Background: an optimization exercise with open tools, aiming at small area. Do not read the settings as production practice.
Where RTL was checked, it was by simulation tests only, not by an equivalence proof against the original.
The RTL of runs 4 and 5 was laid out without a check of its function.
Power figures rest on the tool's default switching activity, not on a simulated workload.

## design/flow/constraint.sdc

```tcl
create_clock -name core_clock -period 5.0 [get_ports {clk_i}]
set_input_delay 1.0000 -clock core_clock [delete_from_list [all_inputs] [get_ports {clk_i}]]
set_output_delay 1.0000 -clock core_clock [all_outputs]
set_load 0.01 [all_outputs]
```

## design/flow/standard.sh

```bash
#!/bin/bash
# synth_recipe.tcl (not shown) runs the flow's synth.tcl, then flattens the netlist and writes it again
# the make line also repeats each setting of config.mk as NAME=value (left out here)
make -C /OpenROAD-flow-scripts/flow DESIGN_CONFIG=/design/flow/config.mk WORK_HOME=/design/flow/orfs CLKGATE_MAP_FILE= SYNTH_SCRIPT=/design/flow/synth_recipe.tcl "${@:-finish}"
```

## design/flow/design.v

```verilog
package ir_pkg;
  typedef logic [32-1:0]   xlen_t;
  typedef logic [32-1:0]   pc_t;
  typedef logic [31:0]           instr_t;
  typedef logic [5-1:0] reg_addr_t;
  typedef logic [2-1:0]  lane_mask_t;
  typedef enum logic [2:0] {
    OP_REG     = 3'd0,
    OP_IMM     = 3'd1,
    OP_LOAD    = 3'd2,
    OP_STORE   = 3'd3,
    OP_BRANCH  = 3'd4,
    OP_LUI     = 3'd5,
    OP_JAL     = 3'd6,
    OP_ILLEGAL = 3'd7
  } op_class_e;
  localparam int unsigned ir_slot_w = 32 + 32;
  localparam int unsigned ir_dec_w  = 32 + 3 * 5 + 1 + 3;
endpackage
`timescale 1ns/100ps
module ir_field_decoder (
  input  ir_pkg::instr_t    instr_i,
  output ir_pkg::reg_addr_t rs1_o,
  output ir_pkg::reg_addr_t rs2_o,
  output ir_pkg::reg_addr_t rd_o,
  output logic              rd_we_o,
  output ir_pkg::op_class_e op_class_o
);
  logic use_rs1;
  logic use_rs2;
  logic use_rd;
  always_comb begin
    use_rs1    = 1'b0;
    use_rs2    = 1'b0;
    use_rd     = 1'b0;
    op_class_o = ir_pkg::OP_ILLEGAL;
    case (instr_i[6:0])
      7'b0110011: begin
        op_class_o = ir_pkg::OP_REG;
        use_rs1    = 1'b1;
        use_rs2    = 1'b1;
        use_rd     = 1'b1;
      end
      7'b0010011: begin
        op_class_o = ir_pkg::OP_IMM;
        use_rs1    = 1'b1;
        use_rd     = 1'b1;
      end
      7'b0000011: begin
        op_class_o = ir_pkg::OP_LOAD;
        use_rs1    = 1'b1;
        use_rd     = 1'b1;
      end
      7'b0100011: begin
        op_class_o = ir_pkg::OP_STORE;
        use_rs1    = 1'b1;
        use_rs2    = 1'b1;
      end
      7'b1100011: begin
        op_class_o = ir_pkg::OP_BRANCH;
        use_rs1    = 1'b1;
        use_rs2    = 1'b1;
      end
      7'b0110111: begin
        op_class_o = ir_pkg::OP_LUI;
        use_rd     = 1'b1;
      end
      7'b1101111: begin
        op_class_o = ir_pkg::OP_JAL;
        use_rd     = 1'b1;
      end
      default: begin
        op_class_o = ir_pkg::OP_ILLEGAL;
      end
    endcase
  end
  assign rs1_o   = use_rs1 ? instr_i[19:15] : '0;
  assign rs2_o   = use_rs2 ? instr_i[24:20] : '0;
  assign rd_o    = use_rd ? instr_i[11:7] : '0;
  assign rd_we_o = use_rd & (|instr_i[11:7]);
endmodule
`timescale 1ns/100ps
module ir_stage (
  input  logic               clk_i,
  input  logic               rst_ni,
  input  logic               ir_flush_i,
  input  ir_pkg::lane_mask_t us_valid_i,
  input  ir_pkg::pc_t        us_pc0_i,
  input  ir_pkg::pc_t        us_pc1_i,
  input  ir_pkg::instr_t     us_instr0_i,
  input  ir_pkg::instr_t     us_instr1_i,
  output ir_pkg::lane_mask_t ir_rdy_o,
  output ir_pkg::reg_addr_t  rf_raddr_p0_0_o,
  output ir_pkg::reg_addr_t  rf_raddr_p0_1_o,
  output ir_pkg::reg_addr_t  rf_raddr_p1_0_o,
  output ir_pkg::reg_addr_t  rf_raddr_p1_1_o,
  input  ir_pkg::xlen_t      rf_rdata_p0_0_i,
  input  ir_pkg::xlen_t      rf_rdata_p0_1_i,
  input  ir_pkg::xlen_t      rf_rdata_p1_0_i,
  input  ir_pkg::xlen_t      rf_rdata_p1_1_i,
  input  ir_pkg::reg_addr_t  rf_waddr0_i,
  input  ir_pkg::xlen_t      rf_wdata0_i,
  input  logic               rf_we0_i,
  input  ir_pkg::reg_addr_t  rf_waddr1_i,
  input  ir_pkg::xlen_t      rf_wdata1_i,
  input  logic               rf_we1_i,
  input  ir_pkg::reg_addr_t  rf_waddr2_i,
  input  ir_pkg::xlen_t      rf_wdata2_i,
  input  logic               rf_we2_i,
  input  ir_pkg::lane_mask_t ds_rdy_i,
  output ir_pkg::lane_mask_t ir_valid_o,
  output logic               ira_is0_o,
  output ir_pkg::pc_t        ira_pc_o,
  output ir_pkg::reg_addr_t  ira_rs1_o,
  output ir_pkg::reg_addr_t  ira_rs2_o,
  output ir_pkg::reg_addr_t  ira_rd_o,
  output logic               ira_rd_we_o,
  output ir_pkg::op_class_e  ira_class_o,
  output ir_pkg::pc_t        irb_pc_o,
  output ir_pkg::reg_addr_t  irb_rs1_o,
  output ir_pkg::reg_addr_t  irb_rs2_o,
  output ir_pkg::reg_addr_t  irb_rd_o,
  output logic               irb_rd_we_o,
  output ir_pkg::op_class_e  irb_class_o,
  output ir_pkg::xlen_t      ira_op0_o,
  output ir_pkg::xlen_t      ira_op1_o,
  output ir_pkg::xlen_t      irb_op0_o,
  output ir_pkg::xlen_t      irb_op1_o
);
  localparam int unsigned DW = ir_pkg::ir_dec_w - 1;   
  ir_pkg::reg_addr_t rs1_0, rs2_0, rd_0, rs1_1, rs2_1, rd_1;
  ir_pkg::op_class_e class_0, class_1;
  logic [DW-1:0]     in0, in1;
  logic [DW-1:0]     f_q [2];    
  logic [DW-1:0]     o_q [2];    
  logic [1:0]        fv_q;       
  logic [1:0]        ov_q;       
  logic              fwp_q;      
  logic              mp_q;       
  logic              orp_q;      
  logic [1:0]        acc, take, acc_e, take_e, move_e;
  ir_field_decoder u_dec0 (
    .instr_i    (us_instr0_i),
    .rs1_o      (rs1_0),
    .rs2_o      (rs2_0),
    .rd_o       (rd_0),
    .rd_we_o    (),
    .op_class_o (class_0)
  );
  ir_field_decoder u_dec1 (
    .instr_i    (us_instr1_i),
    .rs1_o      (rs1_1),
    .rs2_o      (rs2_1),
    .rd_o       (rd_1),
    .rd_we_o    (),
    .op_class_o (class_1)
  );
  assign in0 = {us_pc0_i, rs1_0, rs2_0, rd_0, class_0};
  assign in1 = {us_pc1_i, rs1_1, rs2_1, rd_1, class_1};
  assign ir_rdy_o   = {~|fv_q, ~&fv_q};
  assign ir_valid_o = {&ov_q, |ov_q};
  assign ira_is0_o  = ~orp_q;
  assign acc  = us_valid_i & ir_rdy_o;
  assign take = ds_rdy_i & ir_valid_o;
  assign acc_e[0]  = fwp_q ? acc[1] : acc[0];
  assign acc_e[1]  = fwp_q ? acc[0] : acc[1];
  assign take_e[0] = orp_q ? take[1] : take[0];
  assign take_e[1] = orp_q ? take[0] : take[1];
  assign move_e    = fv_q & ~ov_q;
  always_ff @(posedge clk_i or negedge rst_ni) begin
    if (!rst_ni) begin
      fv_q  <= 2'b00;
      ov_q  <= 2'b00;
      fwp_q <= 1'b0;
      mp_q  <= 1'b0;
      orp_q <= 1'b0;
    end else if (ir_flush_i) begin
      fv_q  <= 2'b00;
      ov_q  <= 2'b00;
      fwp_q <= 1'b0;
      mp_q  <= 1'b0;
      orp_q <= 1'b0;
    end else begin
      fv_q  <= (fv_q & ~move_e) | acc_e;
      ov_q  <= (ov_q & ~take_e) | move_e;
      fwp_q <= fwp_q ^ acc[0] ^ acc[1];
      mp_q  <= mp_q ^ move_e[0] ^ move_e[1];
      orp_q <= orp_q ^ take[0] ^ take[1];
    end
  end
  logic [1:0] fv_d, kp_q, ld0_q, ld1_q;
  logic       fwp_d;
  assign fv_d  = ir_flush_i ? 2'b00 : (fv_q & ~move_e) | acc_e;
  assign fwp_d = ~ir_flush_i & (fwp_q ^ acc[0] ^ acc[1]);
  always_ff @(posedge clk_i or negedge rst_ni) begin
    if (!rst_ni) begin
      kp_q  <= 2'b00;
      ld0_q <= 2'b01;
      ld1_q <= 2'b10;
    end else begin
      kp_q  <= fv_d;
      ld0_q <= ~fv_d & {fwp_d, ~fwp_d};
      ld1_q <= ~fv_d & {~fwp_d, fwp_d};
    end
  end
  logic [1:0] ov_d, ofree_q;
  assign ov_d = ir_flush_i ? 2'b00 : (ov_q & ~take_e) | move_e;
  always_ff @(posedge clk_i or negedge rst_ni) begin
    if (!rst_ni) begin
      ofree_q <= 2'b11;
    end else begin
      ofree_q <= ~ov_d;
    end
  end
  always_ff @(posedge clk_i) begin
    for (int e = 0; e < 2; e++) begin
      f_q[e] <= ({DW{ld0_q[e]}} & in0) | ({DW{ld1_q[e]}} & in1) | ({DW{kp_q[e]}} & f_q[e]);
    end
    for (int e = 0; e < 2; e++) begin
      o_q[e] <= ({DW{ofree_q[e]}} & f_q[e]) | ({DW{ov_q[e]}} & o_q[e]);
    end
  end
  assign {ira_pc_o, ira_rs1_o, ira_rs2_o, ira_rd_o, ira_class_o} = o_q[0];
  assign {irb_pc_o, irb_rs1_o, irb_rs2_o, irb_rd_o, irb_class_o} = o_q[1];
  assign ira_rd_we_o = |ira_rd_o;
  assign irb_rd_we_o = |irb_rd_o;
  logic [9:0] f_old, f_sec, p0, p1;
  assign f_old = mp_q ? {f_q[1][DW-33 -: 10]} : {f_q[0][DW-33 -: 10]};
  assign f_sec = mp_q ? {f_q[0][DW-33 -: 10]} : {f_q[1][DW-33 -: 10]};
  assign p0    = &ov_q ? {ira_rs1_o, ira_rs2_o} : f_old;
  assign p1    = ~|ov_q ? f_sec : (ov_q[1] ? {irb_rs1_o, irb_rs2_o} : {ira_rs1_o, ira_rs2_o});
  assign {rf_raddr_p0_0_o, rf_raddr_p0_1_o} = p0;
  assign {rf_raddr_p1_0_o, rf_raddr_p1_1_o} = p1;
  assign ira_op0_o = ({32{ov_q[1]}} & rf_rdata_p0_0_i) | ({32{ofree_q[1]}} & rf_rdata_p1_0_i);
  assign ira_op1_o = ({32{ov_q[1]}} & rf_rdata_p0_1_i) | ({32{ofree_q[1]}} & rf_rdata_p1_1_i);
  assign irb_op0_o = rf_rdata_p1_0_i;
  assign irb_op1_o = rf_rdata_p1_1_i;
endmodule
```

## design/flow/config.mk

```make
export PLATFORM = sky130hd
export DESIGN_NAME = ir_stage
export DESIGN_NICKNAME = ir_stage
export VERILOG_FILES = /design/flow/design.v
export SDC_FILE = /design/flow/constraint.sdc
export NUM_CORES = 4
export LEC_CHECK = 0
export CAP_MARGIN = 20
export CORE_AREA = 2 2 318 88
export DIE_AREA = 0 0 320 90
export PLACE_DENSITY = 0.6
export SLEW_MARGIN = 20
```

## design/flow/flow/run.sh

```bash
#!/bin/bash
# The standard layout, with the port buffers buffer_ports inserts taken
# as sky130_fd_sc_hd__buf_1 instead of the cell it picks by default.
set -euo pipefail
export BUFFER_PORTS_ARGS="-buffer_cell sky130_fd_sc_hd__buf_1"
export CTS_ARGS="-sink_clustering_enable -repair_clock_nets -dont_use_dummy_load -buf_list sky130_fd_sc_hd__clkbuf_4 -root_buf sky130_fd_sc_hd__clkbuf_4 -sink_clustering_size 9 -sink_clustering_max_diameter 30"
bash standard.sh > standard.log 2>&1
```

==> qor.yml, run 1 <==
synth:
  ys_seq_area_frac: 0.474
  yosys_warnings: 4
  synth_area_per_cell_um2: 9.58
  cell_area_after_synthesis_um2: 9150
  synth_nets: 1332
  postSynthRegisterBits: 213
  synth_area_leader_cell: "dfxtp_1"
  proportion_of_register_bits_with_asynchronous_set_or_reset_after_synthesis: 0.0610
  yosys-top-cells-area: "dfxtp_1 (44%), a22o_1 (15%), a222oi_1 (8.1%)"
  ys_types: 49
  synth_top_area_share: 0.437
  synth_edf_count: 0
  synthesis.instances: 955
  synth_flop_cell: "dfxtp_1"
route:
  num_vias: 9318
  antenna_violating_nets_post_route: 0
  drtIter0Drc: 890
  detail_route.first_pass.iterations: 9
  remaining_drc_errors: 0
  wire_per_inst_um: 20.5
  routed_via_density: 5.41
  routed_wirelength_mm: 35.2
cells_and_area:
  filler_cell_count_in_the_final_layout: 2666
  layout.cells.most_common_list: "buf_1 (497), dfxtp_1 (200), a22o_1 (154), inv_1 (92), nand2_1 (90)"
  share_of_post_route_cells_with_drive_strength_above_1: 0.0386
  final_layout_net_count: 1725
  layout_commonest_cell: "buf_1"
  multi_input_comb_area_um2: 3690
  regArea_um2: 4350
  area.growth.synth_to_final_pct: 20.5
sta:
  slew_headroom: 0.313
  tightestPinTransition_ns: 1.03
  fin_tns_setup_ns: 0
  max_freq_ghz: 0.264
  period_share: 0.757
  period_needed_ns: 3.78
  grt_setup_unrepaired: "no"
  timing_hold_violations_final: 0
  setup_viol_count_final: 0
  report.final.slew_viol_count: 0
  final_skew_ns: 0.0876
setup_path:
  worst_r2r_path_depth: 5
  critPathLaunchType: "register"
  rr_endpoint: "ld1_q[1]"
  worst-r2r-setup-slack_ns: 2.46
  worstSetupEndpoint: "rf_raddr_p0_0_o[1]"
  timing.rr.start: "ov_q[1]"
  cp_data_arrival_time_ns: 2.78
  timing_worst_setup_path_type: "register to output port"
  cell_type_of_the_slowest_stage_on_the_worst_timing_path: "dfrtp_4"
  critPathCaptureType: "output port"
  critPathRequiredTime_ns: 4.00
  crit_path_max_fanout: 88
  cell_breakdown_of_the_critical_path: "and2_1, o21ai_0, buf_1"
  timing.critical_path.slowest_cell_delay_ns: 1.03
  cp-startpoint: "ov_q[1]"
clocking:
  buffers_inserted_during_post_cts_setup_optimization: 0
  worstSkewPairLatency_ns: 0.69
  cts_tree: "done"
  cts.sink_count: 213
  cts.repair.resized: 0
  clock_tree.buffer_depth: 3
  cts_root_buf: "clkbuf_4"
  hold_buf_count_cts: 0
  numCtsBuffers: 28
  count_of_h_tree_levels_built_during_cts: 1
  clk_transition_reported_paths_ns: 0.10
floorplanning:
  pin_count: 632
  die_height_um: 90
  dieWidth_um: 320
  core-area_um2: 26600
  initial_core_util: 0.344
  die_area_um2: 28800
  fp-row-count: 31
grt:
  number_of_antenna_violations_at_the_first_check_in_global_routing: 15
  grt.overflow.total: 0
  first_global_vias: 8535
  grt_max_degree: 93
  grt_pass1_wl_mm: 51.0
  grtUsageTotal: 0.227
hold_path:
  hp-class: "input pin to asynchronous set/reset pin"
power_and_ir_drop:
  total_power_mw: 5.49
  peak_vdd_ir_v: 0.000182
  pwr_density_cell_nw_per_um2: 498
  total_leakage_power_nw: 4.55
outcome:
  status: "no timing/DRC/antenna violations"
placed_design:
  place.gp.congestion: 0.899
  dp_hpwl_mm: 25.8
  numPortBuffers: 497
flow_run:
  max_cap_violations: 0
[synth_stat cells, types with 2 or more instances]
cell type,n
nand2_1,90
nor2_1,18
nor3b_1,5
and2_1,5
xor2_1,3
inv_1,92
nand2b_1,7
nand3b_1,5
or3b_2,2
dfxtp_1,200
a222oi_1,74
a21o_1,3
mux2i_1,20
a21oi_1,19
nand4_1,2
o21ai_0,29
buf_4,64
a22o_1,154
buf_1,12
a211oi_1,3
a32oi_1,10
o221ai_1,10
dfstp_2,4
nand3_1,5
or3b_1,2
dfrtp_1,9
clkbuf_1,68
a21boi_0,2
nand4bb_1,2
a221o_1,4
o211ai_1,2
nor3_1,12
o21bai_1,2
[critical path, delay by kind of cell, from the launching register on]
kind            cells  cell delay [ns]
compound gates      1             0.24
simple gates        1             0.69
flops               1             1.03
buf+inv             1             0.17
[layer usage]
layer  GRT usage  up-vias  routed length (µm)
li1            -     4284                   -
met1       0.283     4581               14700
met4      0.0990        2                 981
met2       0.386      381               17400
met3      0.0435       70                2170
met5           0        -                  12
[stage by stage]
step,cell area [µm²],util,std cells,setup WS [ns],hold slack (ns)
after floorplan,9150,-,955,2.56,0.435
after global placement,10800,0.405,1681,1.95,0.441
after detailed placement,10800,0.405,1681,1.91,0.453
after CTS,11000,0.413,1709,1.23,0.323
after global routing,11000,0.414,1723,0.984,0.358
final,11000,0.414,1723,1.22,0.350
[cell families (layout without fill, tap and decap cells)]
group | after synthesis | after routing | synth area share
compound gates | 320 | 320 | 0.295
buf+inv | 237 | 628 | 0.124
flops | 213 | 213 | 0.474
simple gates | 161 | 161 | 0.0823
mux | 20 | 20 | 0.0219
xor+xnor | 4 | 4 | 0.00383
other cells | 0 | 14 | 0
[area by class of cell]
| type | instances | share of cell area |
|---|---|---|
| flip-flops and latches | 213 | 0.394 |
| multi-input cells | 505 | 0.334 |
| repair buffers | 508 | 0.177 |
| well taps | 363 | 0.0412 |
| inverters | 92 | 0.0313 |
| clock buffers | 28 | 0.0191 |
| diodes | 14 | 0.00318 |
[worst min-delay path by stage]
stage,start,to,slack (ns),cells past startpoint
floorplan,f_q[0][49],f_q[0][49],0.43,2
global placement,o_q[1][10],o_q[1][10],0.44,2
detailed placement,o_q[0][24],o_q[0][24],0.45,1
CTS,rst_ni,mp_q,0.32,1
global route,rst_ni,mp_q,0.36,1
finish,rst_ni,ld0_q[1],0.35,1
[power breakdown]
| part | switching [mW] | internal (mW) | total [mW] |
|---|---|---|---|
| logic | 1.01 | 0.815 | 1.82 |
| registers | 0.571 | 2.27 | 2.84 |
| clock network | 0.568 | 0.257 | 0.825 |
| total | 2.14 | 3.34 | 5.49 |
[state kept, by name, indices dropped and copies added, names as in the netlist]
| register | cells |
|---|---|
| o_q | 100 |
| fv_q | 2 |
| ov_q | 2 |
| ld1_q | 2 |
| ofree_q | 2 |
| fwp_q | 1 |
| orp_q | 1 |
| f_q | 100 |
| mp_q | 1 |
| ld0_q | 2 |
==> inputs of run 2 (changes only) <==
--- a/design/flow/config.mk
+++ b/design/flow/config.mk
@@ -5,8 +5,8 @@
 export SDC_FILE = /design/flow/constraint.sdc
 export NUM_CORES = 4
 export LEC_CHECK = 0
-export CAP_MARGIN = 20
+export CAP_MARGIN = 5
 export CORE_AREA = 2 2 318 88
 export DIE_AREA = 0 0 320 90
 export PLACE_DENSITY = 0.6
-export SLEW_MARGIN = 20
+export SLEW_MARGIN = 5
==> run 2 against run 1 <==
Compared with the run above: non-clock buffer count unchanged; still clean; largest cell class unchanged; sequential share of layout area unchanged; register-to-register slack about the same; largest power group unchanged.
==> qor.yml, run 2 <==
clocking:
  cts_root_buf: "clkbuf_4"
  count_of_h_tree_levels_built_during_cts: 1
  worstSkewPairLatency_ns: 0.69
  hold_buf_count_cts: 0
  cts.repair.resized: 0
  numCtsBuffers: 28
  cts_tree: "done"
  clk_transition_reported_paths_ns: 0.10
  buffers_inserted_during_post_cts_setup_optimization: 0
  clock_tree.buffer_depth: 3
  cts.sink_count: 213
route:
  detail_route.first_pass.iterations: 9
  drtIter0Drc: 890
  routed_wirelength_mm: 35.2
  remaining_drc_errors: 0
  antenna_violating_nets_post_route: 0
  routed_via_density: 5.41
  wire_per_inst_um: 20.5
  num_vias: 9318
sta:
  tightestPinTransition_ns: 1.03
  timing_hold_violations_final: 0
  period_needed_ns: 3.78
  final_skew_ns: 0.0876
  slew_headroom: 0.313
  max_freq_ghz: 0.264
  setup_viol_count_final: 0
  period_share: 0.757
  fin_tns_setup_ns: 0
  report.final.slew_viol_count: 0
  grt_setup_unrepaired: "no"
setup_path:
  crit_path_max_fanout: 88
  cell_breakdown_of_the_critical_path: "and2_1, o21ai_0, buf_1"
  critPathLaunchType: "register"
  timing.critical_path.slowest_cell_delay_ns: 1.03
  critPathCaptureType: "output port"
  cp_data_arrival_time_ns: 2.78
  cp-startpoint: "ov_q[1]"
  cell_type_of_the_slowest_stage_on_the_worst_timing_path: "dfrtp_4"
  worst-r2r-setup-slack_ns: 2.46
  worst_r2r_path_depth: 5
  critPathRequiredTime_ns: 4.00
  rr_endpoint: "ld1_q[1]"
  timing_worst_setup_path_type: "register to output port"
  worstSetupEndpoint: "rf_raddr_p0_0_o[1]"
  timing.rr.start: "ov_q[1]"
grt:
  globalRouteMet1Util: 0.283
  first_global_vias: 8535
  grt_pass1_wl_mm: 51.0
  grt.overflow.total: 0
  grtUsageMet3: 0.0435
  gr-usage-met2: 0.386
  grt_max_degree: 93
  global_route.peak_usage_layer: "met2"
  number_of_antenna_violations_at_the_first_check_in_global_routing: 15
  grtUsageTotal: 0.227
synth:
  synth_flop_cell: "dfxtp_1"
  mux_contribution_to_synthesized_area: 0.0219
  cell_area_after_synthesis_um2: 9150
  synth_area_leader_cell: "dfxtp_1"
  yosys-top-cells-area: "dfxtp_1 (44%), a22o_1 (15%), a222oi_1 (8.1%)"
  cell_with_the_most_instances_after_synthesis: "dfxtp_1"
  synth_nets: 1332
  synth_compound_area_frac: 0.295
  ys_types: 49
  yosys_warnings: 4
  synth_area_per_cell_um2: 9.58
  synthesis.instances: 955
  synth_top_area_share: 0.437
  synth_edf_count: 0
  synthXorXnorAreaFrac: 0.00383
  synthSimpleGateAreaFrac: 0.0823
  synth.top_cells.by_count: "dfxtp_1 (200), a22o_1 (154), inv_1 (92)"
  synth_top_family_by_area: "compound AO/OA/AOI/OAI gates"
  yosys.area_share.adder: 0
  ys_seq_area_frac: 0.474
  postSynthRegisterBits: 213
  proportion_of_register_bits_with_asynchronous_set_or_reset_after_synthesis: 0.0610
cells_and_area:
  filler_cell_count_in_the_final_layout: 2666
  finalNonFillerCells: 1723
  layout.cells.most_common_list: "buf_1 (497), dfxtp_1 (200), a22o_1 (154), inv_1 (92), nand2_1 (90)"
  share_of_post_route_cells_with_drive_strength_above_1: 0.0386
  largestRegisters: "f_q (100), o_q (100)"
  layout_commonest_cell: "buf_1"
  final_core_util: 0.414
  final_layout_net_count: 1725
  area.growth.synth_to_final_pct: 20.5
power_and_ir_drop:
  pwr_density_cell_nw_per_um2: 498
  total_power_mw: 5.49
  total_leakage_power_nw: 4.55
  peak_vdd_ir_v: 0.000182
placed_design:
  numPortBuffers: 497
  dp_hpwl_mm: 25.8
  place.gp.congestion: 0.899
  place_inst: 1681
flow_run:
  max_cap_violations: 0
outcome:
  status: "no timing/DRC/antenna violations"
floorplanning:
  dieWidth_um: 320
  die_area_um2: 28800
  fp-row-count: 31
  die_height_um: 90
  initial_core_util: 0.344
  pin_count: 632
  core-area_um2: 26600
hold_path:
  hp-class: "input pin to asynchronous set/reset pin"
-- run 2: cell counts in the layout (fill, tap and decap cells not counted) --
Identical to the previous run, type by type.
-- run 2: per-layer routing --
metal	routed length, µm	vias up
met5	12	-
met4	981	2
met3	2170	70
met2	17400	381
met1	14700	4581
li1	-	4284
-- run 2: stage by stage --
stage | area, µm² | setup WS (ns) | hold WS [ns]
after floorplan | 9150 | 2.56 | 0.435
after global placement | 10800 | 1.95 | 0.441
after detailed placement | 10800 | 1.91 | 0.453
after CTS | 11000 | 1.23 | 0.323
after global routing | 11000 | 0.984 | 0.358
final | 11000 | 1.22 | 0.350
-- run 2: how the worst min path moves through the flow --
stage	to	slack, ns	cells after the start
floorplan	f_q[0][49]	0.43	2
global placement	o_q[1][10]	0.44	2
detailed placement	o_q[0][24]	0.45	1
CTS	mp_q	0.32	1
global route	mp_q	0.36	1
finish	ld0_q[1]	0.35	1
-- run 2: worst max-delay path, delay by kind of cell (launching register included) --
family / cells / cell delay [ns]
DFF: 1 / 1.03
and+or+nand+nor: 1 / 0.69
AOI/OAI and AO/OA: 1 / 0.24
buffers and inverters: 1 / 0.17
-- run 2: cells by family (layout without fill, tap and decap cells) --
group,after synthesis,in the layout
AOI/OAI and AO/OA,320,320
xor gates and xnor gates,4,4
buffers and inverters,237,628
DFF,213,213
muxes,20,20
other,0,14
and+or+nand+nor,161,161
-- run 2: cell type report --
cell class                 count  area (µm²)  share of cell area
timing repair buffer         508        1950               0.177
inverter                      92         345              0.0313
tap                          363         454              0.0412
antenna                       14        35.0             0.00318
clock buffer                  28         210              0.0191
multi-input combinational    505        3690               0.334
sequential                   213        4350               0.394
-- run 2: report_power, final --
part           total (mW)  internal, mW  leakage (nW)  switching, mW
sequential           2.84          2.27          1.82          0.571
clock               0.825         0.257         0.129          0.568
combinational        1.82         0.815          2.61           1.01
total                5.49          3.34          4.55           2.14
==> inputs of run 3 (changes only) <==
==> design/flow/config.mk (replaced) <==
export PLATFORM = sky130hd
export DESIGN_NAME = ir_stage
export DESIGN_NICKNAME = ir_stage
export VERILOG_FILES = /design/flow/design.v
export SDC_FILE = /design/flow/constraint.sdc
export NUM_CORES = 4
export LEC_CHECK = 0
export CAP_MARGIN = 20
export CORE_AREA = 2 2 288 78
export DIE_AREA = 0 0 290 80
export PLACE_DENSITY = 0.65
export SLEW_MARGIN = 20
==> run 3 against run 2 <==
Compared with the run above: clock skew shrank 0.049 ns; critical path type unchanged; worst setup slack worse by 0.070 ns; critical path depth stayed put; clock power down 0.7%; register-to-register slack gained 0.09 ns; maximum frequency shrank 1.8%; synthesized area stayed put; routed wire length grew 6.6%; total power about the same; still clean on timing, DRC and antenna.
==> qor.yml, run 3 <==
sta:
  report.final.slew_viol_count: 0
  fin_tns_setup_ns: 0
  setup_viol_count_final: 0
  final_skew_ns: 0.0384
  period_share: 0.771
  tightestPinTransition_ns: 1.06
  hold_ws_ns: 0.352
  timing_hold_violations_final: 0
  slew_headroom: 0.291
  grt_setup_unrepaired: "no"
  max_freq_ghz: 0.259
  period_needed_ns: 3.85
  setup_slack_ns: 1.15
grt:
  number_of_antenna_violations_at_the_first_check_in_global_routing: 5
  first_global_vias: 8596
  grtUsageTotal: 0.303
  grt_max_degree: 89
  grt.overflow.total: 0
  grt_pass1_wl_mm: 53.5
cells_and_area:
  area.growth.synth_to_final_pct: 19.1
  layout.cells.most_common_list: "buf_1 (497), dfxtp_1 (200), a22o_1 (154), inv_1 (92), nand2_1 (90)"
  stdcell_area_um2: 10900
  layout_commonest_cell: "buf_1"
  largestRegisters: "f_q (100), o_q (100)"
  final_layout_net_count: 1724
  final_core_util: 0.520
  share_of_post_route_cells_with_drive_strength_above_1: 0.0387
  finalNonFillerCells: 1639
placed_design:
  numPortBuffers: 497
  place_inst: 1607
  pre_cts_ws_ns: 1.84
  placed_area_um2: 10700
  dp_hpwl_mm: 28.4
  place.gp.congestion: 0.971
clocking:
  cts_tree: "done"
  count_of_h_tree_levels_built_during_cts: 1
  cts.sink_count: 213
  cts.repair.resized: 0
  clock_tree.buffer_depth: 3
  worstSkewPairLatency_ns: 0.67
  numCtsBuffers: 28
  cts_root_buf: "clkbuf_4"
  clk_transition_reported_paths_ns: 0.10
  hold_buf_count_cts: 0
  buffers_inserted_during_post_cts_setup_optimization: 0
synth:
  synth_edf_count: 0
  synth.top_cells.by_count: "dfxtp_1 (200), a22o_1 (154), inv_1 (92)"
  synthesis.instances: 955
  ys_types: 49
  cell_area_after_synthesis_um2: 9150
  synth_top_area_share: 0.437
  synth_flop_cell: "dfxtp_1"
  synth_area_per_cell_um2: 9.58
  yosys_warnings: 4
  proportion_of_register_bits_with_asynchronous_set_or_reset_after_synthesis: 0.0610
  cell_with_the_most_instances_after_synthesis: "dfxtp_1"
  synth_nets: 1332
  ys_seq_area_frac: 0.474
  postSynthRegisterBits: 213
  synth_area_leader_cell: "dfxtp_1"
  yosys-top-cells-area: "dfxtp_1 (44%), a22o_1 (15%), a222oi_1 (8.1%)"
setup_path:
  timing_worst_setup_path_type: "register to output port"
  worst_r2r_path_depth: 5
  critPathCaptureType: "output port"
  critPathLaunchType: "register"
  crit_path_max_fanout: 88
  rr_endpoint: "ld1_q[1]"
  timing.rr.start: "ov_q[1]"
  cp_data_arrival_time_ns: 2.85
  worst-r2r-setup-slack_ns: 2.55
  critPathRequiredTime_ns: 4.00
power_and_ir_drop:
  peak_vdd_ir_v: 0.000265
  total_power_mw: 5.49
  pwr_density_cell_nw_per_um2: 503
  total_leakage_power_nw: 4.55
route:
  antenna_violating_nets_post_route: 0
  num_vias: 9443
  wire_per_inst_um: 22.9
  detail_route.first_pass.iterations: 10
  drtIter0Drc: 1079
  remaining_drc_errors: 0
  routed_via_density: 5.76
  routed_wirelength_mm: 37.6
floorplanning:
  die_area_um2: 23200
  dieWidth_um: 290
  fp-row-count: 27
  die_height_um: 80
  pin_count: 632
  core-area_um2: 21000
  initial_core_util: 0.436
flow_run:
  max_cap_violations: 0
hold_path:
  hp-class: "input pin to asynchronous set/reset pin"
outcome:
  status: "no timing/DRC/antenna violations"
## run 3: changes by cell type in the layout (fill, tap and decap cells not counted)
cell and delta:
dfrtp_2 +1, diode_2 -10, buf_4 -1, dfrtp_1 -1
## run 3: worst max-delay path, stage by stage, from the launching register on
cell and delay, ns:
dfrtp_4 1.02, buf_4 0.61, a22o_1 0.35, buf_1 0.18
## run 3: per-layer routing
layer,track usage,up-vias,share of wire
li1,-,4273,-
met1,0.380,4602,0.39
met2,0.536,487,0.50
met3,0.0585,79,0.078
met4,0.0906,2,0.028
met5,0,-,0.00035
## run 3: how the worst max path moves through the flow
stage               start                 end  slack [ns]  cells past startpoint
2_1_floorplan  ofree_q[1]       ira_op0_o[12]        2.56                      4
3_3_place_gp      ov_q[1]  rf_raddr_p0_1_o[0]        1.90                      4
3_5_place_dp      ov_q[1]  rf_raddr_p0_1_o[0]        1.84                      4
4_1_cts           ov_q[1]  rf_raddr_p0_1_o[0]        1.11                      4
5_1_grt           ov_q[1]  rf_raddr_p0_0_o[4]        0.93                      4
6_report          ov_q[1]        ira_op1_o[9]        1.15                      3
## run 3: cells by family (layout without fill, tap and decap cells)
kind of cell	count (synthesis)	after routing	synth area share
compound gates	320	320	0.295
buf+inv	237	627	0.124
flops	213	213	0.474
simple gates	161	161	0.0823
mux	20	20	0.0219
xor+xnor	4	4	0.00383
other cells	0	4	0
## run 3: area by class of cell
| type | instances | area, µm² |
|---|---|---|
| timing repair buffer | 507 | 1940 |
| inverter | 92 | 345 |
| tap | 290 | 363 |
| multi-input combinational | 505 | 3690 |
| antenna | 4 | 10.0 |
| sequential | 213 | 4350 |
| fill | 2068 | 10100 |
| clock buffer | 28 | 210 |
## run 3: report_power, final
part | switching (mW) | internal, mW
registers | 0.486 | 2.27
logic | 1.10 | 0.808
clock network | 0.562 | 0.257
==> inputs of run 4 (changes only) <==
--- a/design/flow/design.v
+++ b/design/flow/design.v
@@ -188,37 +188,11 @@
       orp_q <= orp_q ^ take[0] ^ take[1];
     end
   end
-  logic [1:0] fv_d, kp_q, ld0_q, ld1_q;
-  logic       fwp_d;
-  assign fv_d  = ir_flush_i ? 2'b00 : (fv_q & ~move_e) | acc_e;
-  assign fwp_d = ~ir_flush_i & (fwp_q ^ acc[0] ^ acc[1]);
-  always_ff @(posedge clk_i or negedge rst_ni) begin
-    if (!rst_ni) begin
-      kp_q  <= 2'b00;
-      ld0_q <= 2'b01;
-      ld1_q <= 2'b10;
-    end else begin
-      kp_q  <= fv_d;
-      ld0_q <= ~fv_d & {fwp_d, ~fwp_d};
-      ld1_q <= ~fv_d & {~fwp_d, fwp_d};
-    end
-  end
-  logic [1:0] ov_d, ofree_q;
-  assign ov_d = ir_flush_i ? 2'b00 : (ov_q & ~take_e) | move_e;
-  always_ff @(posedge clk_i or negedge rst_ni) begin
-    if (!rst_ni) begin
-      ofree_q <= 2'b11;
-    end else begin
-      ofree_q <= ~ov_d;
-    end
-  end
   always_ff @(posedge clk_i) begin
-    for (int e = 0; e < 2; e++) begin
-      f_q[e] <= ({DW{ld0_q[e]}} & in0) | ({DW{ld1_q[e]}} & in1) | ({DW{kp_q[e]}} & f_q[e]);
-    end
-    for (int e = 0; e < 2; e++) begin
-      o_q[e] <= ({DW{ofree_q[e]}} & f_q[e]) | ({DW{ov_q[e]}} & o_q[e]);
-    end
+    if (!fv_q[0]) f_q[0] <= fwp_q ? in1 : in0;
+    if (!fv_q[1]) f_q[1] <= fwp_q ? in0 : in1;
+    if (!ov_q[0]) o_q[0] <= f_q[0];
+    if (!ov_q[1]) o_q[1] <= f_q[1];
   end
   assign {ira_pc_o, ira_rs1_o, ira_rs2_o, ira_rd_o, ira_class_o} = o_q[0];
   assign {irb_pc_o, irb_rs1_o, irb_rs2_o, irb_rd_o, irb_class_o} = o_q[1];
@@ -231,8 +205,8 @@
   assign p1    = ~|ov_q ? f_sec : (ov_q[1] ? {irb_rs1_o, irb_rs2_o} : {ira_rs1_o, ira_rs2_o});
   assign {rf_raddr_p0_0_o, rf_raddr_p0_1_o} = p0;
   assign {rf_raddr_p1_0_o, rf_raddr_p1_1_o} = p1;
-  assign ira_op0_o = ({32{ov_q[1]}} & rf_rdata_p0_0_i) | ({32{ofree_q[1]}} & rf_rdata_p1_0_i);
-  assign ira_op1_o = ({32{ov_q[1]}} & rf_rdata_p0_1_i) | ({32{ofree_q[1]}} & rf_rdata_p1_1_i);
+  assign ira_op0_o = ov_q[1] ? rf_rdata_p0_0_i : rf_rdata_p1_0_i;
+  assign ira_op1_o = ov_q[1] ? rf_rdata_p0_1_i : rf_rdata_p1_1_i;
   assign irb_op0_o = rf_rdata_p1_0_i;
   assign irb_op1_o = rf_rdata_p1_1_i;
 endmodule
==> design/flow/run.sh (new file) <==
#!/bin/bash
# synth_recipe.tcl (not shown) runs the flow's synth.tcl, then flattens the netlist and writes it again
# the make line also repeats each setting of config.mk as NAME=value (left out here)
make -C /OpenROAD-flow-scripts/flow DESIGN_CONFIG=/design/flow/config.mk WORK_HOME=/design/flow/orfs CLKGATE_MAP_FILE= SYNTH_SCRIPT=/design/flow/synth_recipe.tcl finish
--- a/design/flow/config.mk
+++ b/design/flow/config.mk
@@ -6,7 +6,7 @@
 export NUM_CORES = 4
 export LEC_CHECK = 0
 export CAP_MARGIN = 20
-export CORE_AREA = 2 2 288 78
-export DIE_AREA = 0 0 290 80
-export PLACE_DENSITY = 0.65
+export CORE_MARGIN = 2
+export CORE_UTILIZATION = 40
+export PLACE_DENSITY = 0.6
 export SLEW_MARGIN = 20
removed: design/flow/flow/run.sh
removed: design/flow/standard.sh
==> run 4 against run 3 <==
Compared with the run above: synthesized area grew 7.2%; synthesized cell count shrank 27%; the flow now stops in I/O pin placement (3_2_place_iop).
==> qor.yml, run 4 <==
synth:
  synthesis.instances: 698
  synth_flop_cell: "edfxtp_1"
  synth_nets: 1075
  cell_with_the_most_instances_after_synthesis: "edfxtp_1"
  synth_area_leader_cell: "edfxtp_1"
  proportion_of_register_bits_with_asynchronous_set_or_reset_after_synthesis: 0.0338
  ys_types: 48
  ys_seq_area_frac: 0.630
  synth_edf_count: 200
  synth_area_per_cell_um2: 14.1
  postSynthRegisterBits: 207
  cell_area_after_synthesis_um2: 9810
  yosys-top-cells-area: "edfxtp_1 (61%), mux2_1 (7.9%), mux2_2 (7.3%)"
  yosys_warnings: 4
  synth_top_area_share: 0.612
  synth.top_cells.by_count: "edfxtp_1 (200), mux2_1 (69), buf_4 (64), mux2_2 (64), nand2_1 (58)"
outcome:
  outcome.stop_stage: "I/O pin placement (3_2_place_iop)"
  run.stop_error: "[ERROR PPL-0024] Number of IO pins (632) exceeds maximum number of available positions (574). Increase the die perimeter from 642.36um to 859.52um."
  status: "did not finish"
floorplanning:
  fp-row-count: 57
  die_height_um: 161
  dieWidth_um: 161
  initial_core_util: 0.406
-- run 4: changes by cell type after synthesis, moves of 69 or more --
cell      delta
a222oi_1    -74
a22o_1     -154
dfxtp_1    -200
edfxtp_1   +200
inv_1       -85
mux2_1      +69
-- run 4: kinds of logic after synthesis --
family	share of synthesized area
AO/OA/AOI/OAI	0.0580
XOR/XNOR	0.00268
buffers and inverters	0.0711
flip-flops	0.630
multiplexers	0.174
AND/OR/NAND/NOR	0.0639
==> inputs of run 5 (changes only) <==
--- a/design/flow/config.mk
+++ b/design/flow/config.mk
@@ -6,7 +6,7 @@
 export NUM_CORES = 4
 export LEC_CHECK = 0
 export CAP_MARGIN = 20
-export CORE_MARGIN = 2
-export CORE_UTILIZATION = 40
+export CORE_AREA = 2 2 318 88
+export DIE_AREA = 0 0 320 90
 export PLACE_DENSITY = 0.6
 export SLEW_MARGIN = 20
==> run 5 against run 4 <==
Compared with the run above: the run now finishes clean; synthesized cell count unchanged; synthesized area did not move.
==> qor.yml, run 5 <==
outcome:
  status: "no timing/DRC/antenna violations"
floorplanning:
  fp-row-count: 31
  pin_count: 632
  die_height_um: 90
  die_area_um2: 28800
  core-area_um2: 26600
  dieWidth_um: 320
  initial_core_util: 0.369
cells_and_area:
  layout.cells.most_common_list: "clkdlybuf4s50_1 (497), edfxtp_1 (200), mux2_1 (69), mux2_2 (64), nand2_1 (58)"
  area.growth.synth_to_final_pct: 55.3
  filler_cell_count_in_the_final_layout: 2185
  share_of_post_route_cells_with_drive_strength_above_1: 0.102
  largestRegisters: "f_q (100), o_q (100)"
  layout_commonest_cell: "clkdlybuf4s50_1"
  final_layout_net_count: 1497
sta:
  max_freq_ghz: 0.262
  setup_slack_ns: 1.18
  setup_viol_count_final: 0
  tightestPinTransition_ns: 0.950
  period_needed_ns: 3.82
  fin_tns_setup_ns: 0
  slew_headroom: 0.367
  grt_setup_unrepaired: "no"
  report.final.slew_viol_count: 0
  period_share: 0.764
  final_skew_ns: 0.0259
  timing_hold_violations_final: 0
setup_path:
  timing.critical_path.slowest_cell_delay_ns: 1.01
  timing_worst_setup_path_type: "register to output port"
  critPathRequiredTime_ns: 4.00
  cp_data_arrival_time_ns: 2.82
  critPathLaunchType: "register"
  timing.critical_path.max_delay_family: "flip-flops"
  crit_path_max_fanout: 72
  critPathCaptureType: "output port"
  cell_breakdown_of_the_critical_path: "buf_4, mux2_1, clkdlybuf4s50_1"
  critical_path.n_buffers_inverters: 2
  cell_type_of_the_slowest_stage_on_the_worst_timing_path: "dfrtp_4"
synth:
  proportion_of_register_bits_with_asynchronous_set_or_reset_after_synthesis: 0.0338
  synthXorXnorAreaFrac: 0.00268
  synth_top_family_by_area: "multiplexers"
  synth_flop_cell: "edfxtp_1"
  yosys-top-cells-area: "edfxtp_1 (61%), mux2_1 (7.9%), mux2_2 (7.3%)"
  synth_nets: 1075
  yosys.area_share.adder: 0
  cell_with_the_most_instances_after_synthesis: "edfxtp_1"
  synth.top_cells.by_count: "edfxtp_1 (200), mux2_1 (69), buf_4 (64), mux2_2 (64), nand2_1 (58)"
  ys_seq_area_frac: 0.630
  synth_top_area_share: 0.612
  mux_contribution_to_synthesized_area: 0.174
  cell_area_after_synthesis_um2: 9810
  synth_compound_area_frac: 0.0580
  synth_area_per_cell_um2: 14.1
  synth_edf_count: 200
  synthSimpleGateAreaFrac: 0.0639
  synth_area_leader_cell: "edfxtp_1"
  yosys_warnings: 4
  synthesis.instances: 698
  ys_types: 48
  postSynthRegisterBits: 207
route:
  detailroute.wirelength.met2_mm: 17.6
  routed_wirelength_mm: 35.0
  drtIter0Drc: 468
  remaining_drc_errors: 0
  wire_per_inst_um: 23.3
  antenna_violating_nets_post_route: 0
  highest_metal_layer_used_by_the_detailed_router: "met4"
  detail_route.first_pass.iterations: 5
  m1WireLength_mm: 15.4
  num_vias: 7210
  met3_wirelength_mm: 1.55
  routed_via_density: 4.81
grt:
  number_of_antenna_violations_at_the_first_check_in_global_routing: 4
  grt_pass1_wl_mm: 50.3
  grt.overflow.total: 0
  grtUsageTotal: 0.237
  first_global_vias: 7314
  grt_max_degree: 73
power_and_ir_drop:
  peak_vdd_ir_v: 0.000210
  total_leakage_power_nw: 5.34
  pwr_density_cell_nw_per_um2: 393
placed_design:
  dp_hpwl_mm: 27.5
  pre_cts_ws_ns: 1.71
  place.gp.congestion: 0.884
  numPortBuffers: 497
clocking:
  count_of_h_tree_levels_built_during_cts: 1
  clock_tree.buffer_depth: 3
  numCtsBuffers: 18
  hold_buf_count_cts: 0
  buffers_inserted_during_post_cts_setup_optimization: 0
  cts_tree: "done"
  worstSkewPairLatency_ns: 0.51
  cts.repair.resized: 0
  cts_root_buf: "clkbuf_16"
  clk_transition_reported_paths_ns: 0.07
  cts.sink_count: 207
hold_path:
  hp-class: "register to register"
flow_run:
  max_cap_violations: 0
-- run 5: area by class of cell --
cell class              instances  area (µm²)  area share
flip-flops and latches        207        6190       0.406
clock buffers                  25         518      0.0340
well taps                     363         454      0.0298
diodes                          4        10.0    0.000657
clock inverters                 7        53.8     0.00353
multi-input cells             378        2930       0.192
inverters                      10        37.5     0.00246
repair buffers                505        5030       0.331
-- run 5: metal layers --
layer	global-route usage	vias to the layer above
met5	0	-
li1	-	3384
met2	0.410	180
met1	0.314	3611
met4	0.0438	0
met3	0.0439	35
-- run 5: stage by stage --
stage          total power [mW]  instance area (µm²)  std cells  hold WS [ns]  utilization
6_report                   5.98                15200       1499         0.419        0.572
4_1_cts                    6.04                15200       1495         0.420        0.572
3_5_place_dp               4.62                14600       1463         0.405        0.550
2_1_floorplan              3.41                 9810        698         0.400            -
5_1_grt                    6.24                15200       1498         0.425        0.572
3_3_place_gp               4.59                14600       1463         0.401        0.550
-- run 5: kinds of logic after synthesis --
logic type | Yosys count
simple gates | 133
xor+xnor | 3
compound gates | 88
flops | 207
mux | 154
buf+inv | 113
-- run 5: final timing paths --
path	startpoint	endpoint	slack [ns]	cells after the start
min reg2reg	f_q[1][38]	o_q[1][38]	0.42	0
max reg2reg	fwp_q	f_q[1][47]	2.79	2
min in group asynchronous	rst_ni	fwp_q	0.77	1
max	ov_q[1]	ira_op1_o[22]	1.18	3
min	f_q[1][38]	o_q[1][38]	0.42	0
max in group asynchronous	rst_ni	ov_q[1]	3.97	1
-- run 5: where the power goes --
group	switching (mW)	internal [mW]	total (mW)
clock	0.668	0.740	1.41
sequential	0.262	2.41	2.67
combinational	0.842	1.06	1.90
==> inputs of run 6 (changes only) <==
--- a/design/flow/design.v
+++ b/design/flow/design.v
@@ -188,25 +188,83 @@
       orp_q <= orp_q ^ take[0] ^ take[1];
     end
   end
+  logic [1:0] fv_d, kp_q, ld0_q, ld1_q;
+  logic       fwp_d;
+  assign fv_d  = ir_flush_i ? 2'b00 : (fv_q & ~move_e) | acc_e;
+  assign fwp_d = ~ir_flush_i & (fwp_q ^ acc[0] ^ acc[1]);
+  always_ff @(posedge clk_i or negedge rst_ni) begin
+    if (!rst_ni) begin
+      kp_q  <= 2'b00;
+      ld0_q <= 2'b01;
+      ld1_q <= 2'b10;
+    end else begin
+      kp_q  <= fv_d;
+      ld0_q <= ~fv_d & {fwp_d, ~fwp_d};
+      ld1_q <= ~fv_d & {~fwp_d, fwp_d};
+    end
+  end
+  logic [1:0] ov_d, ofree_q;
+  assign ov_d = ir_flush_i ? 2'b00 : (ov_q & ~take_e) | move_e;
+  always_ff @(posedge clk_i or negedge rst_ni) begin
+    if (!rst_ni) begin
+      ofree_q <= 2'b11;
+    end else begin
+      ofree_q <= ~ov_d;
+    end
+  end
   always_ff @(posedge clk_i) begin
-    if (!fv_q[0]) f_q[0] <= fwp_q ? in1 : in0;
-    if (!fv_q[1]) f_q[1] <= fwp_q ? in0 : in1;
-    if (!ov_q[0]) o_q[0] <= f_q[0];
-    if (!ov_q[1]) o_q[1] <= f_q[1];
+    for (int e = 0; e < 2; e++) begin
+      f_q[e] <= ({DW{ld0_q[e]}} & in0) | ({DW{ld1_q[e]}} & in1) | ({DW{kp_q[e]}} & f_q[e]);
+    end
+    for (int e = 0; e < 2; e++) begin
+      o_q[e] <= ({DW{ofree_q[e]}} & f_q[e]) | ({DW{ov_q[e]}} & o_q[e]);
+    end
   end
   assign {ira_pc_o, ira_rs1_o, ira_rs2_o, ira_rd_o, ira_class_o} = o_q[0];
   assign {irb_pc_o, irb_rs1_o, irb_rs2_o, irb_rd_o, irb_class_o} = o_q[1];
   assign ira_rd_we_o = |ira_rd_o;
   assign irb_rd_we_o = |irb_rd_o;
-  logic [9:0] f_old, f_sec, p0, p1;
+  logic [9:0] f_old, f_sec;
   assign f_old = mp_q ? {f_q[1][DW-33 -: 10]} : {f_q[0][DW-33 -: 10]};
   assign f_sec = mp_q ? {f_q[0][DW-33 -: 10]} : {f_q[1][DW-33 -: 10]};
-  assign p0    = &ov_q ? {ira_rs1_o, ira_rs2_o} : f_old;
-  assign p1    = ~|ov_q ? f_sec : (ov_q[1] ? {irb_rs1_o, irb_rs2_o} : {ira_rs1_o, ira_rs2_o});
-  assign {rf_raddr_p0_0_o, rf_raddr_p0_1_o} = p0;
-  assign {rf_raddr_p1_0_o, rf_raddr_p1_1_o} = p1;
-  assign ira_op0_o = ov_q[1] ? rf_rdata_p0_0_i : rf_rdata_p1_0_i;
-  assign ira_op1_o = ov_q[1] ? rf_rdata_p0_1_i : rf_rdata_p1_1_i;
-  assign irb_op0_o = rf_rdata_p1_0_i;
-  assign irb_op1_o = rf_rdata_p1_1_i;
+  assign {rf_raddr_p0_0_o, rf_raddr_p0_1_o} = f_old;
+  assign {rf_raddr_p1_0_o, rf_raddr_p1_1_o} = f_sec;
+  logic [1:0]  cap0_q, cap1_q;
+  logic        mp_d;
+  assign mp_d = ~ir_flush_i & (mp_q ^ move_e[0] ^ move_e[1]);
+  always_ff @(posedge clk_i or negedge rst_ni) begin
+    if (!rst_ni) begin
+      cap0_q <= 2'b01;
+      cap1_q <= 2'b10;
+    end else begin
+      cap0_q <= ~ov_d & {mp_d, ~mp_d};
+      cap1_q <= ~ov_d & {~mp_d, mp_d};
+    end
+  end
+  ir_pkg::xlen_t op_q [2][2];
+  ir_pkg::xlen_t rdata [2][2];
+  assign rdata[0][0] = rf_rdata_p0_0_i;
+  assign rdata[0][1] = rf_rdata_p0_1_i;
+  assign rdata[1][0] = rf_rdata_p1_0_i;
+  assign rdata[1][1] = rf_rdata_p1_1_i;
+  always_ff @(posedge clk_i) begin
+    for (int e = 0; e < 2; e++) begin
+      for (int k = 0; k < 2; k++) begin
+        logic [4:0] addr;
+        logic       h2, h1, h0, n;
+        addr = ofree_q[e] ? f_q[e][DW-33-5*k -: 5] : o_q[e][DW-33-5*k -: 5];
+        h2   = rf_we2_i & (rf_waddr2_i == addr);
+        h1   = ~h2 & rf_we1_i & (rf_waddr1_i == addr);
+        h0   = ~h2 & ~h1 & rf_we0_i & (rf_waddr0_i == addr);
+        n    = ~(h2 | h1 | h0);
+        op_q[e][k] <= ({32{h2}} & rf_wdata2_i) | ({32{h1}} & rf_wdata1_i) | ({32{h0}} & rf_wdata0_i)
+                    | ({32{n & cap0_q[e]}} & rdata[0][k]) | ({32{n & cap1_q[e]}} & rdata[1][k])
+                    | ({32{n & ov_q[e]}} & op_q[e][k]);
+      end
+    end
+  end
+  assign ira_op0_o = op_q[0][0];
+  assign ira_op1_o = op_q[0][1];
+  assign irb_op0_o = op_q[1][0];
+  assign irb_op1_o = op_q[1][1];
 endmodule
==> design/flow/flow/run.sh (new file) <==
#!/bin/bash
# The standard layout, with the port buffers buffer_ports inserts taken
# as sky130_fd_sc_hd__buf_1 instead of the cell it picks by default.
set -euo pipefail
export BUFFER_PORTS_ARGS="-buffer_cell sky130_fd_sc_hd__buf_1"
export CTS_ARGS="-sink_clustering_enable -repair_clock_nets -dont_use_dummy_load -buf_list sky130_fd_sc_hd__clkbuf_4 -root_buf sky130_fd_sc_hd__clkbuf_4 -sink_clustering_size 9 -sink_clustering_max_diameter 30"
bash standard.sh > standard.log 2>&1
==> design/flow/standard.sh (new file) <==
#!/bin/bash
# synth_recipe.tcl (not shown) runs the flow's synth.tcl, then flattens the netlist and writes it again
# the make line also repeats each setting of config.mk as NAME=value (left out here)
make -C /OpenROAD-flow-scripts/flow DESIGN_CONFIG=/design/flow/config.mk WORK_HOME=/design/flow/orfs CLKGATE_MAP_FILE= SYNTH_SCRIPT=/design/flow/synth_recipe.tcl "${@:-finish}"
--- a/design/flow/config.mk
+++ b/design/flow/config.mk
@@ -6,7 +6,7 @@
 export NUM_CORES = 4
 export LEC_CHECK = 0
 export CAP_MARGIN = 20
-export CORE_AREA = 2 2 318 88
-export DIE_AREA = 0 0 320 90
+export CORE_AREA = 2 2 318 128
+export DIE_AREA = 0 0 320 130
 export PLACE_DENSITY = 0.6
 export SLEW_MARGIN = 20
removed: design/flow/run.sh
==> run 6 against run 5 <==
Compared with the run above: still clean on timing, DRC and antenna; count of clock-buffer cells in the layout increased by 26; worst setup slack got worse by 0.25 ns; routed wire length increased by 110%; clock power increased by 4%; utilization decreased by 6.6 points; register-to-register slack got worse by 1.9 ns; die area increased by 44%; clock skew increased by 0.076 ns; sequential cell count increased by 138; maximum frequency decreased by 6.0%; sequential share of layout area decreased by 5.5 points; total power increased by 53%; largest power group unchanged; highest routed layer unchanged.
==> qor.yml, run 6 <==
route:
  detailroute.wirelength.met2_mm: 33.2
  detail_route.first_pass.iterations: 14
  highest_metal_layer_used_by_the_detailed_router: "met4"
  m1WireLength_mm: 29.6
  antenna_violating_nets_post_route: 0
  num_vias: 18900
  routed_via_density: 6.51
  met3_wirelength_mm: 8.22
  drtIter0Drc: 2919
  wire_per_inst_um: 25.4
  routed_wirelength_mm: 73.8
  remaining_drc_errors: 0
cells_and_area:
  finalNonFillerCells: 2908
  final_core_util: 0.506
  max_flop_register: "op_q"
  filler_cell_count_in_the_final_layout: 3962
  stdcell_area_um2: 20000
  final_layout_net_count: 2751
  layout_commonest_cell: "buf_1"
  layout.cells.most_common_list: "buf_1 (609), dfxtp_1 (328), a222oi_1 (216), nor2_1 (118), inv_1 (101)"
  area.growth.synth_to_final_pct: 17.3
  largest_register_ff_count: 128
  share_of_post_route_cells_with_drive_strength_above_1: 0.0772
  largestRegisters: "op_q (128), f_q (100), o_q (100)"
clocking:
  clk_transition_reported_paths_ns: 0.11
  cts.repair.resized: 0
  clock_tree.buffer_depth: 3
  cts_tree: "done"
  count_of_h_tree_levels_built_during_cts: 2
  buffers_inserted_during_post_cts_setup_optimization: 0
  hold_buf_count_cts: 0
  cts_root_buf: "clkbuf_4"
  numCtsBuffers: 51
  worstSkewPairLatency_ns: 0.81
  cts.sink_count: 345
placed_design:
  pre_cts_ws_ns: 0.873
  dp_hpwl_mm: 47.3
  placed_area_um2: 19600
  place.gp.congestion: 0.906
  numPortBuffers: 611
  place_inst: 2849
synth:
  synth_edf_count: 0
  synth_flop_cell: "dfxtp_1"
  yosys-top-cells-area: "dfxtp_1 (39%), a222oi_1 (13%), a22o_1 (5.1%)"
  postSynthRegisterBits: 345
  synth_top_area_share: 0.386
  ys_seq_area_frac: 0.411
  cell_area_after_synthesis_um2: 17000
  yosys_warnings: 6
  ys_types: 48
  synth_nets: 2256
  synth_area_leader_cell: "dfxtp_1"
  cell_with_the_most_instances_after_synthesis: "dfxtp_1"
  proportion_of_register_bits_with_asynchronous_set_or_reset_after_synthesis: 0.0493
  synthesis.instances: 1879
  synth_area_per_cell_um2: 9.06
  synth.top_cells.by_count: "dfxtp_1 (328), a222oi_1 (216), clkbuf_1 (179)"
grt:
  grtUsageTotal: 0.335
  grt_pass1_wl_mm: 108
  first_global_vias: 18000
  grt.overflow.total: 0
  number_of_antenna_violations_at_the_first_check_in_global_routing: 7
  grt_max_degree: 65
sta:
  period_needed_ns: 4.07
  grt_setup_unrepaired: "no"
  slew_headroom: 0.275
  fin_tns_setup_ns: 0
  tightestPinTransition_ns: 1.08
  report.final.slew_viol_count: 0
  hold_ws_ns: 0.296
  max_freq_ghz: 0.246
  final_skew_ns: 0.102
  setup_slack_ns: 0.933
  timing_hold_violations_final: 0
  period_share: 0.813
  setup_viol_count_final: 0
setup_path:
  critPathCaptureType: "register"
  critPathLaunchType: "register"
  crit_path_max_fanout: 26
  critPathRequiredTime_ns: 5.58
  timing_worst_setup_path_type: "register to register"
  cp_data_arrival_time_ns: 4.65
floorplanning:
  die_area_um2: 41600
  fp-row-count: 46
  dieWidth_um: 320
  pin_count: 632
  initial_core_util: 0.431
  core-area_um2: 39500
  die_height_um: 130
power_and_ir_drop:
  pwr_density_cell_nw_per_um2: 459
  peak_vdd_ir_v: 0.000240
  total_power_mw: 9.17
  total_leakage_power_nw: 7.25
flow_run:
  max_cap_violations: 0
outcome:
  status: "no timing/DRC/antenna violations"
hold_path:
  hp-class: "input pin to asynchronous set/reset pin"
-- run 6: cell count changes after synthesis, sizes merged, moves of 55 or more --
cell,change
dfxtp,+328
a22o,+100
a222oi,+216
inv,+91
clkbuf,+167
edfxtp,-200
nor2,+96
a311oi,+93
mux2,-113
nor3,+93
buf,-55
o22ai,+89
-- run 6: area by class of cell --
cell class,count,area [µm²],share of cell area
multi-input combinational,1218,8880,0.444
inverter,101,379,0.0190
sequential,345,7010,0.351
tap,528,661,0.0331
antenna,8,20.0,0.00100
clock buffer,51,383,0.0192
timing repair buffer,657,2640,0.132
-- run 6: where the power goes --
part	switching [mW]	leakage (nW)	total [mW]	internal [mW]
registers	0.665	2.94	4.37	3.71
clock network	1.01	0.235	1.47	0.465
logic	2.05	4.07	3.33	1.28
total	3.72	7.25	9.17	5.46
-- run 6: worst paths after layout --
kind                            startpoint          to  slack [ns]  cells past startpoint
max                             ofree_q[0]  op_q[0][8]        0.93                      8
min                                 rst_ni    ld0_q[1]        0.30                      1
max reg2reg                     ofree_q[0]  op_q[0][8]        0.93                      8
min reg2reg                     f_q[1][34]  o_q[1][34]        0.45                      1
max in group asynchronous           rst_ni     ov_q[0]        4.00                      1
min in group core_clock    us_instr1_i[11]   f_q[0][7]        0.41                      3
-- run 6: worst max-delay path, stage by stage, from the launching register on --
cell,delay (ns)
dfstp_2,0.84
mux2i_2,0.42
xnor2_1,0.12
or4_1,0.81
or2_1,0.47
buf_4,0.34
o311ai_4,0.21
buf_4,0.50
o22ai_1,0.15
-- run 6: layer usage --
layer,up-vias,global-route usage
met5,-,0
met4,0,0.141
met3,212,0.0886
met2,1303,0.534
met1,8965,0.435
li1,8450,-
-- run 6: cell families (layout without fill, tap and decap cells) --
group                     count (synthesis)  in the layout  share of synthesized area
AOI/OAI and AO/OA                       613            613                      0.310
xor gates and xnor gates                 66             66                     0.0339
buffers and inverters                   316            809                     0.0736
DFF                                     345            345                      0.411
muxes                                    40             40                     0.0259
other                                     0              8                          0
and+or+nand+nor                         499            499                      0.146

## re-timing with driven ports
The flow's constraints put no driver on any port. The routed layouts listed below were extracted and timed again, unchanged, in two steps. Step 1 (the two cells are an assumption about what drives the block):
set clk [get_ports {clk_i}]
set_driving_cell -lib_cell sky130_fd_sc_hd__clkbuf_16 $clk
set_driving_cell -lib_cell sky130_fd_sc_hd__buf_2 [delete_from_list [all_inputs] $clk]
Step 2 also shifts input and output timing later by t, the mid clock arrival at the registers, as if the neighbouring blocks saw the same clock. Slacks: ideal ports / drivers / drivers and shift; pairs: ideal ports / drivers.
run	shift t [ns]	slack for setup (ns)	latest minus earliest clock arrival (ns)	worst data-port slew with drivers (ns)	cell pins on the clock port's net
run 1	0.688	1.215 / 1.177 / 1.864	0.088 / 0.087	0.11	1
run 2	0.688	1.215 / 1.177 / 1.864	0.088 / 0.087	0.11	1
run 3	0.688	1.146 / 1.108 / 1.796	0.045 / 0.045	0.14	1
run 5	0.530	1.179 / 1.149 / 1.635	0.027 / 0.027	0.10	1
run 6	0.818	0.933 / 0.933 / 0.747	0.110 / 0.110	0.09	1
After both steps every run listed still meets setup and hold. For run 6, which loses most, drivers alone change the setup slack by 0.000 ns; drivers and shift together by -0.186 ns.
